Context: an optimization exercise on an open-source flow, tuned for small area and few clock cycles. The choices shown serve that exercise and are no tape-out recipe. Function was checked by simulation only, so behaviour that the tests miss may differ from the original. Power is estimated from default activity; no workload was simulated.

## the previous run
// bracket_quote_value_checker_core
module bracket_quote_value_checker_core (
   input  logic        clock,
   input  logic        reset,
   input  logic        req_valid,
   output logic        req_ready,
   input  logic [7:0]  req_text_byte,
   input  logic        req_end_of_text,
   output logic        rsp_valid,
   input  logic        rsp_ready,
   output logic        rsp_has_byte,
   output logic [7:0]  rsp_value_byte,
   output logic        rsp_terminated,
   output logic [3:0]  rsp_error_code,
   output logic [15:0] rsp_error_pos,
   output logic [15:0] rsp_error_len,
   output logic        rsp_last_result,
   input  logic        csr_valid,
   output logic        csr_ready,
   input  logic        csr_at_mode
);
Size: about 1,600 cells after synthesis, about 65 I/O pins, ~14,000 um^2 of cells after synthesis.
==> flow/config.mk <==
export PLATFORM = sky130hd
export DESIGN_NAME = bracket_quote_value_checker_core
export DESIGN_NICKNAME = bracket_quote_value_checker_core
export VERILOG_FILES = /design/flow/design.v
export SDC_FILE = /design/flow/constraint.sdc
export NUM_CORES = 4
export LEC_CHECK = 0
export CAP_MARGIN = 20
export CORE_MARGIN = 2
export CORE_UTILIZATION = 65
export CTS_CLUSTER_DIAMETER = 100
export CTS_CLUSTER_SIZE = 30
export PLACE_DENSITY = 0.85
export SLEW_MARGIN = 20
==> flow/constraint.sdc <==
create_clock -name core_clock -period 6.0 [get_ports {clock}]
set_input_delay 1.2000 -clock core_clock [delete_from_list [all_inputs] [get_ports {clock}]]
set_output_delay 1.2000 -clock core_clock [all_outputs]
set_load 0.01 [all_outputs]
standard.sh (not shown) runs the stock make flow with config.mk's settings and CLKGATE_MAP_FILE= SYNTH_SCRIPT=/design/flow/synth_recipe.tcl, a recipe that flattens the netlist after the stock synthesis.
==> flow/flow/run.sh <==
#!/bin/bash
# The standard layout, with three changes:
#  - synthesis maps the logic with an area-oriented ABC script (flow/abc_map.script) in
#    place of ORFS's abc_speed.script; everything else in synthesis, and every register,
#    is as in the standard synthesis (the scripts folder is an unchanged copy otherwise);
#  - the port buffers are the smallest plain buffer (buffer_ports otherwise picks a delay cell);
#  - clock tree synthesis adds no dummy loads.
# The make output goes to standard.log; each ORFS step keeps its own log under orfs/logs/.
set -euo pipefail
rm -rf scripts_abc
cp -r "$FLOW_HOME/scripts" scripts_abc
cp flow/abc_map.script scripts_abc/abc_speed.script
bash standard.sh \
  SCRIPTS_DIR="$PWD/scripts_abc" \
  BUFFER_PORTS_ARGS="-buffer_cell sky130_fd_sc_hd__buf_1" \
  CTS_ARGS="-sink_clustering_enable -repair_clock_nets -sink_clustering_size 30 -sink_clustering_max_diameter 100 -dont_use_dummy_load" \
  finish > standard.log 2>&1
==> flow/flow/abc_map.script <==
&get -n
&st
&dch
&nf -a
&st
&syn2
&synch2
&nf -a
&st
&dch
&nf -a
&put
topo
stime -c
The previous run did not stop at any stage, and its layout met the timing, design-rule and antenna checks.
Testbench counts of the previous run, summed over its fixed seeds: cycles 42,797.
diff inputs: the previous run => the current run
-- flow/design.v --
<<< the previous run, line 85
   logic [15:0] sub_x, diff;
   logic        take, consume, step;
   logic        to_slash, la_emit;
   assign b          = bb_ff;
   assign depth_zero = top_ff[4];
>>> the current run, line 85
   logic [15:0] sub_x, diff;
   logic        take, consume, step;
   assign b          = bb_ff;
   assign depth_zero = top_ff[4];
<<< the previous run, line 107
      qopen    = 1'b0;
      push     = 1'b0;
      to_slash = 1'b0;
      pop      = 1'b0;
      res      = 1'b0;
>>> the current run, line 106
      qopen    = 1'b0;
      push     = 1'b0;
      pop      = 1'b0;
      res      = 1'b0;
<<< the previous run, line 182
               off_in = 16'd0;
            end else if (b == bqvc_pkg::CH_SLASH) begin
               la_in    = bqvc_pkg::LA_SLASH;
               off_in   = off_inc;
               to_slash = 1'b1;
            end else begin
               res    = 1'b1;
>>> the current run, line 180
               off_in = 16'd0;
            end else if (b == bqvc_pkg::CH_SLASH) begin
               la_in  = bqvc_pkg::LA_SLASH;
               off_in = off_inc;
            end else begin
               res    = 1'b1;
<<< the previous run, line 236
   assign sub_x = sel_q ? qstart_ff : sel_t ? top_pos : 16'd2;
   assign diff  = off_ff - sub_x;
   assign la_emit = bv_ff && to_slash && req_valid && !req_end_of_text &&
                    (req_text_byte != bqvc_pkg::CH_SLASH) && (req_text_byte != bqvc_pkg::CH_STAR);
   assign rsp_valid       = (bv_ff && res) || la_emit;
   assign rsp_has_byte    = o_has || la_emit;
   assign rsp_value_byte  = o_byte | (la_emit ? bqvc_pkg::CH_SLASH : 8'd0);
   assign rsp_terminated  = o_term;
   assign rsp_error_code  = o_code;
>>> the current run, line 233
   assign sub_x = sel_q ? qstart_ff : sel_t ? top_pos : 16'd2;
   assign diff  = off_ff - sub_x;
   assign rsp_valid       = bv_ff && res;
   assign rsp_has_byte    = o_has;
   assign rsp_value_byte  = o_byte;
   assign rsp_terminated  = o_term;
   assign rsp_error_code  = o_code;
<<< the previous run, line 246
                            ({16{sel_t}} & top_pos) | ({16{sel_d}} & diff);
   assign rsp_error_len   = (sel_q || sel_t) ? diff : {15'd0, sel_off || sel_d};
   assign rsp_last_result = last && !la_emit;
   assign take      = res && rsp_ready;
   assign step      = bv_ff && (!res || rsp_ready);
>>> the current run, line 241
                            ({16{sel_t}} & top_pos) | ({16{sel_d}} & diff);
   assign rsp_error_len   = (sel_q || sel_t) ? diff : {15'd0, sel_off || sel_d};
   assign rsp_last_result = last;
   assign take      = res && rsp_ready;
   assign step      = bv_ff && (!res || rsp_ready);
<<< the previous run, line 271
            top_ff   <= top_in;
            quote_ff <= quote_in;
            la_ff    <= (la_emit && rsp_ready) ? bqvc_pkg::LA_NONE : la_in;
         end
      end
>>> the current run, line 266
            top_ff   <= top_in;
            quote_ff <= quote_in;
            la_ff    <= la_in;
         end
      end
The current run: done, clean on timing, DRC and antenna
When the final numbers for the current run and the previous run were put side by side, the average cell area after synthesis turned out to be smaller in the previous run.
Compared with the previous run, the current run shows a power density of the placed cells that is about 1.2% higher.
From the previous run to the current run the numbers moved as follows: synthesized cell count decreased 13; synthesized-area fraction occupied by ao, oa, aoi and oai cells essentially unchanged; total nets after synthesis decreased about 0.8%; fraction of area in registers essentially unchanged.
Testbench counts of the current run, summed over its fixed seeds: cycles 43,956.

[re-timing with driven ports]
The flow's constraints put no driver on any port. The routed layouts listed below were extracted and timed again, unchanged, in two steps.
Step 1 assumes that a clkbuf_16 drives the clock port and a buf_2 every other input.
Step 2 adds t to the input delays and takes it off the output delays; t is the mean of the earliest and latest rising clock arrival at the registers after step 1. Input paths then give back, and output paths get back, about the clock's delay inside the block.
Three values: ideal, step 1, step 2; two values: the first two.
| run | t (ns) | slack for setup (ns) | slew at the worst register clock pin (ns) |
|---|---|---|---|
| the previous run | 0.531 | 0.129 / 0.082 / 0.613 | 0.12 / 0.12 |
| the current run | 0.540 | 0.243 / 0.197 / 0.737 | 0.11 / 0.11 |
After both steps setup and hold are still met in every run listed.
